Background: an optimization exercise with open tools, aiming at a short achievable clock period and few clock cycles. Do not read the settings as production practice. Power is estimated from default activity; no workload was simulated.

==> inputs of build 56 <==
==> flow/design.v <==
package soc_pkg;
  localparam int ADDR_W = 16;
  localparam int DATA_W = 32;
  localparam int MEM_WORDS = 64;
  localparam int MEM_AW    = 6;
  localparam logic [ADDR_W-1:0] MEM_BASE  = 16'h0000;
  localparam logic [ADDR_W-1:0] MMIO_BASE = 16'h8000;
  localparam logic [ADDR_W-1:0] TXDATA_OFS = 16'h0000;
  localparam logic [ADDR_W-1:0] RXDATA_OFS = 16'h0004;
  localparam logic [ADDR_W-1:0] STATUS_OFS = 16'h0008;
  localparam int CLKS_PER_BIT = 8;
  localparam int CLKS_W       = 4;
  typedef enum logic [1:0] {
    ST_IDLE,
    ST_WAIT_TX,
    ST_ACCESS,
    ST_RESP
  } bus_state_e;
  typedef enum logic [1:0] {
    REG_TXDATA,
    REG_RXDATA,
    REG_STATUS
  } mmio_reg_e;
endpackage
`timescale 1ns/1ps
import soc_pkg::*;
module uart_tx (
  input  logic       clock,
  input  logic       rst_n,
  input  logic       tx_start,
  input  logic [7:0] tx_byte,
  output logic       tx_busy,
  output logic       tx
);
  logic [CLKS_W-1:0] clk_cnt;
  logic [3:0]        bit_cnt;
  logic [8:0]        shift_q;
  logic              bit_tick;
  logic              load;
  assign load     = tx_start && !tx_busy;
  assign bit_tick = tx_busy && (clk_cnt == CLKS_W'(CLKS_PER_BIT - 1));
  always_ff @(posedge clock or negedge rst_n) begin
    if (!rst_n) begin
      tx_busy <= 1'b0;
      tx      <= 1'b1;
      clk_cnt <= '0;
      bit_cnt <= '0;
    end else if (load) begin
      tx_busy <= 1'b1;
      tx      <= 1'b0;
      clk_cnt <= '0;
      bit_cnt <= '0;
    end else if (tx_busy) begin
      if (bit_tick) begin
        clk_cnt <= '0;
        if (bit_cnt == 4'd9) begin
          tx_busy <= 1'b0;
          tx      <= 1'b1;
        end else begin
          tx      <= shift_q[0];
          bit_cnt <= bit_cnt + 4'd1;
        end
      end else begin
        clk_cnt <= clk_cnt + 1'b1;
      end
    end
  end
  always_ff @(posedge clock) begin
    if (load) begin
      shift_q <= {1'b1, tx_byte};
    end else if (bit_tick) begin
      shift_q <= {1'b1, shift_q[8:1]};
    end
  end
endmodule
`timescale 1ns/1ps
import soc_pkg::*;
module uart_rx (
  input  logic       clock,
  input  logic       rst_n,
  input  logic       rx,
  output logic       rx_done,
  output logic [7:0] rx_byte
);
  logic              rx_meta;
  logic              rx_sync;
  logic              active;
  logic [CLKS_W-1:0] clk_cnt;
  logic [3:0]        bit_cnt;
  logic              sample;
  assign sample = active && (clk_cnt == CLKS_W'(CLKS_PER_BIT - 1));
  always_ff @(posedge clock or negedge rst_n) begin
    if (!rst_n) begin
      rx_meta <= 1'b1;
      rx_sync <= 1'b1;
      active  <= 1'b0;
      clk_cnt <= '0;
      bit_cnt <= '0;
      rx_done <= 1'b0;
    end else begin
      rx_meta <= rx;
      rx_sync <= rx_meta;
      rx_done <= 1'b0;
      if (!active) begin
        if (!rx_sync) begin
          active  <= 1'b1;
          clk_cnt <= CLKS_W'(CLKS_PER_BIT / 2);
          bit_cnt <= '0;
        end
      end else if (sample) begin
        clk_cnt <= '0;
        bit_cnt <= bit_cnt + 4'd1;
        if (bit_cnt == 4'd0 && rx_sync) begin
          active <= 1'b0;
        end else if (bit_cnt == 4'd9) begin
          active  <= 1'b0;
          rx_done <= rx_sync;
        end
      end else begin
        clk_cnt <= clk_cnt + 1'b1;
      end
    end
  end
  always_ff @(posedge clock) begin
    if (sample && bit_cnt >= 4'd1 && bit_cnt <= 4'd8) begin
      rx_byte <= {rx_sync, rx_byte[7:1]};
    end
  end
endmodule
`timescale 1ns/1ps
import soc_pkg::*;
module uart_mmio (
  input  logic              clock,
  input  logic              rst_n,
  input  logic              reg_wr,
  input  logic              reg_rd,
  input  logic [1:0]        reg_sel,
  input  logic [DATA_W-1:0] reg_wdata,
  output logic [7:0]        reg_rdata,
  output logic              tx_busy,
  output logic              irq,
  output logic              tx,
  input  logic              rx
);
  logic       tx_start;
  logic       rx_done;
  logic [7:0] rx_byte;
  logic       rx_valid;
  logic [7:0] rx_hold;
  assign tx_start = reg_wr && (reg_sel == REG_TXDATA);
  always_ff @(posedge clock or negedge rst_n) begin
    if (!rst_n) begin
      rx_valid <= 1'b0;
    end else begin
      if (rx_done) begin
        rx_valid <= 1'b1;
      end else if (reg_rd && reg_sel == REG_RXDATA) begin
        rx_valid <= 1'b0;
      end
    end
  end
  always_ff @(posedge clock) begin
    if (rx_done) begin
      rx_hold <= rx_byte;
    end
  end
  always_comb begin
    case (reg_sel)
      REG_RXDATA: reg_rdata = rx_hold;
      REG_STATUS: reg_rdata = {6'b0, rx_valid, tx_busy};
      default:    reg_rdata = '0;
    endcase
  end
  assign irq = rx_valid;
  uart_tx tx_i (
    .clock    (clock),
    .rst_n    (rst_n),
    .tx_start (tx_start),
    .tx_byte  (reg_wdata[7:0]),
    .tx_busy  (tx_busy),
    .tx       (tx)
  );
  uart_rx rx_i (
    .clock   (clock),
    .rst_n   (rst_n),
    .rx      (rx),
    .rx_done (rx_done),
    .rx_byte (rx_byte)
  );
endmodule
`timescale 1ns/1ps
import soc_pkg::*;
module scratch_mem (
  input  logic              clock,
  input  logic              mem_we,
  input  logic [MEM_AW-1:0] mem_addr,
  input  logic [DATA_W-1:0] mem_wdata,
  input  logic              rd_off,
  output logic [DATA_W-1:0] mem_rdata
);
  logic [DATA_W-1:0]    mem [MEM_WORDS];
  logic [MEM_WORDS-1:0] sel;
  always_ff @(posedge clock) begin
    if (mem_we) begin
      mem[mem_addr] <= mem_wdata;
    end
  end
  rd_dec dec_i (
    .addr (mem_addr),
    .off  (rd_off),
    .sel  (sel)
  );
  for (genvar b = 0; b < DATA_W; b++) begin : g_bit
    logic [MEM_WORDS-1:0] col;
    for (genvar w = 0; w < MEM_WORDS; w++) begin : g_col
      assign col[w] = mem[w][b];
    end
    rd_tree tree_i (
      .d   (col),
      .sel (sel),
      .y   (mem_rdata[b])
    );
  end
endmodule
module rd_dec (
  input  logic [MEM_AW-1:0]    addr,
  input  logic                 off,
  output logic [MEM_WORDS-1:0] sel
);
  logic [3:0] p0, p1, p2;
  rd_pre2 pre0_i (.a(addr[1:0]), .en(1'b1), .y(p0));
  rd_pre2 pre1_i (.a(addr[3:2]), .en(1'b1), .y(p1));
  rd_pre2 pre2_i (.a(addr[5:4]), .en(!off), .y(p2));
  for (genvar w = 0; w < MEM_WORDS; w++) begin : g_w
    rd_and3 u (.a(p0[w % 4]), .b(p1[(w / 4) % 4]), .c(p2[w / 16]), .y(sel[w]));
  end
endmodule
module rd_pre2 (
  input  logic [1:0] a,
  input  logic       en,
  output logic [3:0] y
);
  always_comb begin
    for (int i = 0; i < 4; i++) begin
      y[i] = en && a == 2'(i);
    end
  end
endmodule
module rd_and3 (
  input  logic a,
  input  logic b,
  input  logic c,
  output logic y
);
  assign y = a && b && c;
endmodule
module rd_tree (
  input  logic [MEM_WORDS-1:0] d,
  input  logic [MEM_WORDS-1:0] sel,
  output logic                 y
);
  logic [31:0] l1;
  logic [7:0]  l2;
  logic [3:0]  l3;
  for (genvar i = 0; i < 32; i++) begin : g_l1
    rd_aoi22 u (.a(d[2*i]), .sa(sel[2*i]), .b(d[2*i+1]), .sb(sel[2*i+1]), .y(l1[i]));
  end
  for (genvar i = 0; i < 8; i++) begin : g_l2
    rd_nand4 u (.a(l1[4*i+3:4*i]), .y(l2[i]));
  end
  for (genvar i = 0; i < 4; i++) begin : g_l3
    rd_nor2 u (.a(l2[2*i+1:2*i]), .y(l3[i]));
  end
  rd_nand4 u4 (.a(l3), .y(y));
endmodule
module rd_aoi22 (
  input  logic a,
  input  logic sa,
  input  logic b,
  input  logic sb,
  output logic y
);
  assign y = !((a && sa) || (b && sb));
endmodule
module rd_nand4 (
  input  logic [3:0] a,
  output logic       y
);
  assign y = !(&a);
endmodule
module rd_nor2 (
  input  logic [1:0] a,
  output logic       y
);
  assign y = !(|a);
endmodule
`timescale 1ns/1ps
import soc_pkg::*;
module bus_ctrl (
  input  logic              clock,
  input  logic              rst_n,
  input  logic              wb_cyc,
  input  logic              wb_stb,
  input  logic              wb_we,
  input  logic [ADDR_W-1:0] wb_adr,
  output logic [DATA_W-1:0] wb_rdata,
  output logic              wb_ack,
  output logic              wb_err,
  output logic              mem_we,
  output logic              mem_rd,
  input  logic [DATA_W-1:0] mem_rdata,
  output logic              reg_wr,
  output logic              reg_rd,
  output logic [1:0]        reg_sel,
  input  logic [7:0]        reg_rdata,
  input  logic              tx_busy
);
  logic              rd_pend;
  logic [DATA_W-1:0] rdata_q;
  ack_dec ack_i (
    .rst_n   (rst_n),
    .wb_cyc  (wb_cyc),
    .wb_stb  (wb_stb),
    .wb_we   (wb_we),
    .wb_adr  (wb_adr),
    .rd_pend (rd_pend),
    .tx_busy (tx_busy),
    .wb_ack  (wb_ack),
    .wb_err  (wb_err)
  );
  side_dec side_i (
    .rst_n   (rst_n),
    .wb_cyc  (wb_cyc),
    .wb_stb  (wb_stb),
    .wb_we   (wb_we),
    .wb_adr  (wb_adr),
    .rd_pend (rd_pend),
    .tx_busy (tx_busy),
    .mem_we  (mem_we),
    .mem_rd  (mem_rd),
    .reg_wr  (reg_wr),
    .reg_rd  (reg_rd)
  );
  assign reg_sel = wb_adr[3:2];
  always_ff @(posedge clock or negedge rst_n) begin
    if (!rst_n) begin
      rd_pend <= 1'b0;
    end else begin
      rd_pend <= mem_rd;
    end
  end
  always_ff @(posedge clock) begin
    rdata_q <= mem_rdata;
  end
  assign wb_rdata[DATA_W-1:8] = rdata_q[DATA_W-1:8];
  assign wb_rdata[7:0]        = rdata_q[7:0] | (wb_adr[15] ? reg_rdata : 8'h0);
endmodule
module ack_dec (
  input  logic              rst_n,
  input  logic              wb_cyc,
  input  logic              wb_stb,
  input  logic              wb_we,
  input  logic [ADDR_W-1:0] wb_adr,
  input  logic              rd_pend,
  input  logic              tx_busy,
  output logic              wb_ack,
  output logic              wb_err
);
  logic req, dec_mem, dec_reg, stall;
  always_comb begin
    req     = wb_cyc && wb_stb && rst_n;
    dec_mem = wb_adr < ADDR_W'(MEM_WORDS * 4);
    dec_reg = wb_adr == MMIO_BASE + TXDATA_OFS || wb_adr == MMIO_BASE + RXDATA_OFS ||
              wb_adr == MMIO_BASE + STATUS_OFS;
    stall   = wb_adr[3:2] == 2'b00 && wb_we && tx_busy;
    wb_ack  = req && ((dec_mem && (wb_we || rd_pend)) || (dec_reg && !stall));
    wb_err  = req && !(dec_mem || dec_reg);
  end
endmodule
module side_dec (
  input  logic              rst_n,
  input  logic              wb_cyc,
  input  logic              wb_stb,
  input  logic              wb_we,
  input  logic [ADDR_W-1:0] wb_adr,
  input  logic              rd_pend,
  input  logic              tx_busy,
  output logic              mem_we,
  output logic              mem_rd,
  output logic              reg_wr,
  output logic              reg_rd
);
  logic req, dec_mem, dec_reg, stall;
  always_comb begin
    req     = wb_cyc && wb_stb && rst_n;
    dec_mem = wb_adr < ADDR_W'(MEM_WORDS * 4);
    dec_reg = wb_adr == MMIO_BASE + TXDATA_OFS || wb_adr == MMIO_BASE + RXDATA_OFS ||
              wb_adr == MMIO_BASE + STATUS_OFS;
    stall   = wb_adr[3:2] == 2'b00 && wb_we && tx_busy;
    mem_we  = req && dec_mem && wb_we;
    mem_rd  = req && dec_mem && !wb_we && !rd_pend;
    reg_wr  = req && dec_reg && wb_we && !stall;
    reg_rd  = req && dec_reg && !wb_we;
  end
endmodule
`timescale 1ns/1ps
import soc_pkg::*;
module soc_top (
  input  logic              clock,
  input  logic              rst_n,
  input  logic              wb_cyc,
  input  logic              wb_stb,
  input  logic              wb_we,
  input  logic [ADDR_W-1:0] wb_adr,
  input  logic [DATA_W-1:0] wb_wdata,
  output logic [DATA_W-1:0] wb_rdata,
  output logic              wb_ack,
  output logic              wb_err,
  output logic              tx,
  input  logic              rx,
  output logic              irq
);
  logic              mem_we;
  logic              mem_rd;
  logic [DATA_W-1:0] mem_rdata;
  logic              reg_wr;
  logic              reg_rd;
  logic [1:0]        reg_sel;
  logic [7:0]        reg_rdata;
  logic              tx_busy;
  bus_ctrl ctrl_i (
    .clock     (clock),
    .rst_n     (rst_n),
    .wb_cyc    (wb_cyc),
    .wb_stb    (wb_stb),
    .wb_we     (wb_we),
    .wb_adr    (wb_adr),
    .wb_rdata  (wb_rdata),
    .wb_ack    (wb_ack),
    .wb_err    (wb_err),
    .mem_we    (mem_we),
    .mem_rd    (mem_rd),
    .mem_rdata (mem_rdata),
    .reg_wr    (reg_wr),
    .reg_rd    (reg_rd),
    .reg_sel   (reg_sel),
    .reg_rdata (reg_rdata),
    .tx_busy   (tx_busy)
  );
  scratch_mem mem_i (
    .clock     (clock),
    .mem_we    (mem_we),
    .mem_addr  (wb_adr[MEM_AW+1:2]),
    .mem_wdata (wb_wdata),
    .rd_off    (!mem_rd),
    .mem_rdata (mem_rdata)
  );
  uart_mmio uart_i (
    .clock     (clock),
    .rst_n     (rst_n),
    .reg_wr    (reg_wr),
    .reg_rd    (reg_rd),
    .reg_sel   (reg_sel),
    .reg_wdata (wb_wdata),
    .reg_rdata (reg_rdata),
    .tx_busy   (tx_busy),
    .irq       (irq),
    .tx        (tx),
    .rx        (rx)
  );
endmodule
==> flow/run.sh <==
#!/bin/bash
# synth_recipe.tcl (not shown) runs the flow's synth.tcl, then flattens the netlist and writes it again
# the make line also repeats each setting of config.mk as NAME=value (left out here)
make -C /OpenROAD-flow-scripts/flow DESIGN_CONFIG=/design/flow/config.mk WORK_HOME=/design/flow/orfs CLKGATE_MAP_FILE= SYNTH_SCRIPT=/design/flow/synth_recipe.tcl finish
==> flow/config.mk <==
export PLATFORM = sky130hd
export DESIGN_NAME = soc_top
export DESIGN_NICKNAME = soc_top
export VERILOG_FILES = /design/flow/design.v
export SDC_FILE = /design/flow/constraint.sdc
export NUM_CORES = 4
export LEC_CHECK = 0
export CAP_MARGIN = 20
export CELL_PAD_IN_SITES_DETAIL_PLACEMENT = 2
export CELL_PAD_IN_SITES_GLOBAL_PLACEMENT = 2
export CORE_MARGIN = 2
export CORE_UTILIZATION = 30
export PLACE_DENSITY = 0.4
export SETUP_SLACK_MARGIN = 2.5
export SLEW_MARGIN = 20
export SYNTH_HIERARCHICAL = 1
export SYNTH_MEMORY_MAX_BITS = 16384
==> flow/constraint.sdc <==
create_clock -name core_clock -period 5.0 [get_ports {clock}]
set_input_delay 1.0000 -clock core_clock [delete_from_list [all_inputs] [get_ports {clock}]]
set_output_delay 1.0000 -clock core_clock [all_outputs]
set_load 0.01 [all_outputs]
==> inputs of trial 28, as changes to build 56 <==
--- a/flow/design.v
+++ b/flow/design.v
@@ -137,5 +137,6 @@
   input  logic [1:0]        reg_sel,
   input  logic [DATA_W-1:0] reg_wdata,
-  output logic [7:0]        reg_rdata,
+  output logic [7:0]        reg_rxdata,
+  output logic [7:0]        reg_status,
   output logic              tx_busy,
   output logic              irq,
@@ -165,11 +166,6 @@
     end
   end
-  always_comb begin
-    case (reg_sel)
-      REG_RXDATA: reg_rdata = rx_hold;
-      REG_STATUS: reg_rdata = {6'b0, rx_valid, tx_busy};
-      default:    reg_rdata = '0;
-    endcase
-  end
+  assign reg_rxdata = rx_hold;
+  assign reg_status = {6'b0, rx_valid, tx_busy};
   assign irq = rx_valid;
   uart_tx tx_i (
@@ -196,5 +192,4 @@
   input  logic [MEM_AW-1:0] mem_addr,
   input  logic [DATA_W-1:0] mem_wdata,
-  input  logic              rd_off,
   output logic [DATA_W-1:0] mem_rdata
 );
@@ -208,5 +203,4 @@
   rd_dec dec_i (
     .addr (mem_addr),
-    .off  (rd_off),
     .sel  (sel)
   );
@@ -225,11 +219,10 @@
 module rd_dec (
   input  logic [MEM_AW-1:0]    addr,
-  input  logic                 off,
   output logic [MEM_WORDS-1:0] sel
 );
   logic [3:0] p0, p1, p2;
-  rd_pre2 pre0_i (.a(addr[1:0]), .en(1'b1), .y(p0));
-  rd_pre2 pre1_i (.a(addr[3:2]), .en(1'b1), .y(p1));
-  rd_pre2 pre2_i (.a(addr[5:4]), .en(!off), .y(p2));
+  rd_pre2 pre0_i (.a(addr[1:0]), .y(p0));
+  rd_pre2 pre1_i (.a(addr[3:2]), .y(p1));
+  rd_pre2 pre2_i (.a(addr[5:4]), .y(p2));
   for (genvar w = 0; w < MEM_WORDS; w++) begin : g_w
     rd_and3 u (.a(p0[w % 4]), .b(p1[(w / 4) % 4]), .c(p2[w / 16]), .y(sel[w]));
@@ -238,10 +231,9 @@
 module rd_pre2 (
   input  logic [1:0] a,
-  input  logic       en,
   output logic [3:0] y
 );
   always_comb begin
     for (int i = 0; i < 4; i++) begin
-      y[i] = en && a == 2'(i);
+      y[i] = a == 2'(i);
     end
   end
@@ -313,5 +305,6 @@
   output logic              reg_rd,
   output logic [1:0]        reg_sel,
-  input  logic [7:0]        reg_rdata,
+  input  logic [7:0]        reg_rxdata,
+  input  logic [7:0]        reg_status,
   input  logic              tx_busy
 );
@@ -351,8 +344,13 @@
   end
   always_ff @(posedge clock) begin
-    rdata_q <= mem_rdata;
+    rdata_q <= mem_rd ? mem_rdata : '0;
   end
+  logic [7:0] rx_g;
+  logic [7:0] st_g;
+  assign rx_g = reg_rxdata & {8{!rd_pend}};
+  assign st_g = reg_status & {8{!rd_pend}};
   assign wb_rdata[DATA_W-1:8] = rdata_q[DATA_W-1:8];
-  assign wb_rdata[7:0]        = rdata_q[7:0] | (wb_adr[15] ? reg_rdata : 8'h0);
+  assign wb_rdata[7:0]        = rdata_q[7:0] | (rx_g & {8{wb_adr[2] && !wb_adr[3]}}) |
+                                (st_g & {8{wb_adr[3]}});
 endmodule
 module ack_dec (
@@ -427,5 +425,6 @@
   logic              reg_rd;
   logic [1:0]        reg_sel;
-  logic [7:0]        reg_rdata;
+  logic [7:0]        reg_rxdata;
+  logic [7:0]        reg_status;
   logic              tx_busy;
   bus_ctrl ctrl_i (
@@ -445,5 +444,6 @@
     .reg_rd    (reg_rd),
     .reg_sel   (reg_sel),
-    .reg_rdata (reg_rdata),
+    .reg_rxdata(reg_rxdata),
+    .reg_status(reg_status),
     .tx_busy   (tx_busy)
   );
@@ -453,5 +453,4 @@
     .mem_addr  (wb_adr[MEM_AW+1:2]),
     .mem_wdata (wb_wdata),
-    .rd_off    (!mem_rd),
     .mem_rdata (mem_rdata)
   );
@@ -463,5 +462,6 @@
     .reg_sel   (reg_sel),
     .reg_wdata (wb_wdata),
-    .reg_rdata (reg_rdata),
+    .reg_rxdata(reg_rxdata),
+    .reg_status(reg_status),
     .tx_busy   (tx_busy),
     .irq       (irq),
CELL_PAD_IN_SITES_DETAIL_PLACEMENT = 1   (was 2)
CELL_PAD_IN_SITES_GLOBAL_PLACEMENT = 1   (was 2)
CORE_UTILIZATION = 55   (was 30)
PLACE_DENSITY = 0.65   (was 0.4)
SETUP_SLACK_MARGIN = 2.4   (was 2.5)
==> notes <==
- Global-route usage: trial 28 is higher than build 56 (9.3 points).
- Count of clock-buffer cells in the layout: build 56 is higher than trial 28 (82).
- Of build 56 and trial 28, build 56 has the higher via count (gap about 2.2%, measured against trial 28).
- Of build 56 and trial 28, build 56 has the higher cell area (gap about 14%, measured against trial 28).
- In build 56 the synthesized cell count is smaller than in trial 28, by about 1%.
- Against trial 28, the utilization of build 56 is lower by 26 points.
- Clock power: build 56 is higher than trial 28 (about 17%).
- In sequential cell count, trial 28 and build 56 do not differ.
- Total power: trial 28 is smaller than build 56 (about 5.4%).
- Against trial 28, the area after synthesis of build 56 is smaller by 0.26%.
- Against build 56, the routed wire length of trial 28 is lower by about 24%.
==> figures <==
                                                                          build 56        trial 28
Run status                                                          finished clean  finished clean
Crit path buf inv count                                                          7               4
Average via count per standard cell                                          5.235           6.733
Final Net Count                                                               5366            4864
Portion of synthesized cell area occupied by the leading cell type          76.88%          76.68%
Power share of the combinational group                                        2.1%            3.8%
Final area over synthesized area                                           1.3720x         1.2051x
Maximum vdd drop                                                         0.2412 mV       0.3327 mV
Worst reg-to-reg path cell count                                                15               5
Taps Inserted                                                                 3552            1917
Clock network power consumption                                           18200 µW        15500 µW
Reg2Reg Setup Slack                                                        1.83 ns         3.03 ns
Overall power consumption                                                 38640 µW        36540 µW
Met3 usage                                                                  2.493%          5.334%
Share of layout cells above drive strength 1                                50.14%          44.18%
Sequential power share                                                       50.9%           53.8%
Final Cycle Share                                                           66.74%          63.69%
Amount of wire on met3 after detailed routing                             11570 µm        23250 µm
Number of cells upsized or downsized after cts                                 650             391
Fillers                                                                      24900           11880
Synthesized instance count                                                    3937            3975
Diode insertion count for antenna repair                                        22               1
Pre-CTS WS                                                              -0.3665 ns       0.1859 ns
No functional check of the RTL was part of any run of this note.

==> afterwards: timing with drivers on the ports <==
Ports are ideal in the flow. The routed layouts listed here were re-timed in OpenROAD. Step 1 assumes that a clkbuf_16 drives the clock port and a buf_2 every other input. Step 2, shift: input delay + t, output delay - t, t = (earliest + latest rising clock arrival at the registers) / 2. This alone moves slack from input paths to output paths. a / b / c = ideal / step 1 / step 2; a / b = the first two.
run	t, ns	setup WS [ns]	worst data-port slew with drivers (ns)	cell pins on the clock port's net
build 56	0.931	1.663 / 1.653 / 0.721	0.26	1
trial 28	0.919	1.816 / 1.767 / 1.250	0.07	1
After both steps setup and hold are still met in every run listed. The setup slack of build 56, which loses most, moves by -0.010 ns with the drivers and by -0.942 ns with both steps.
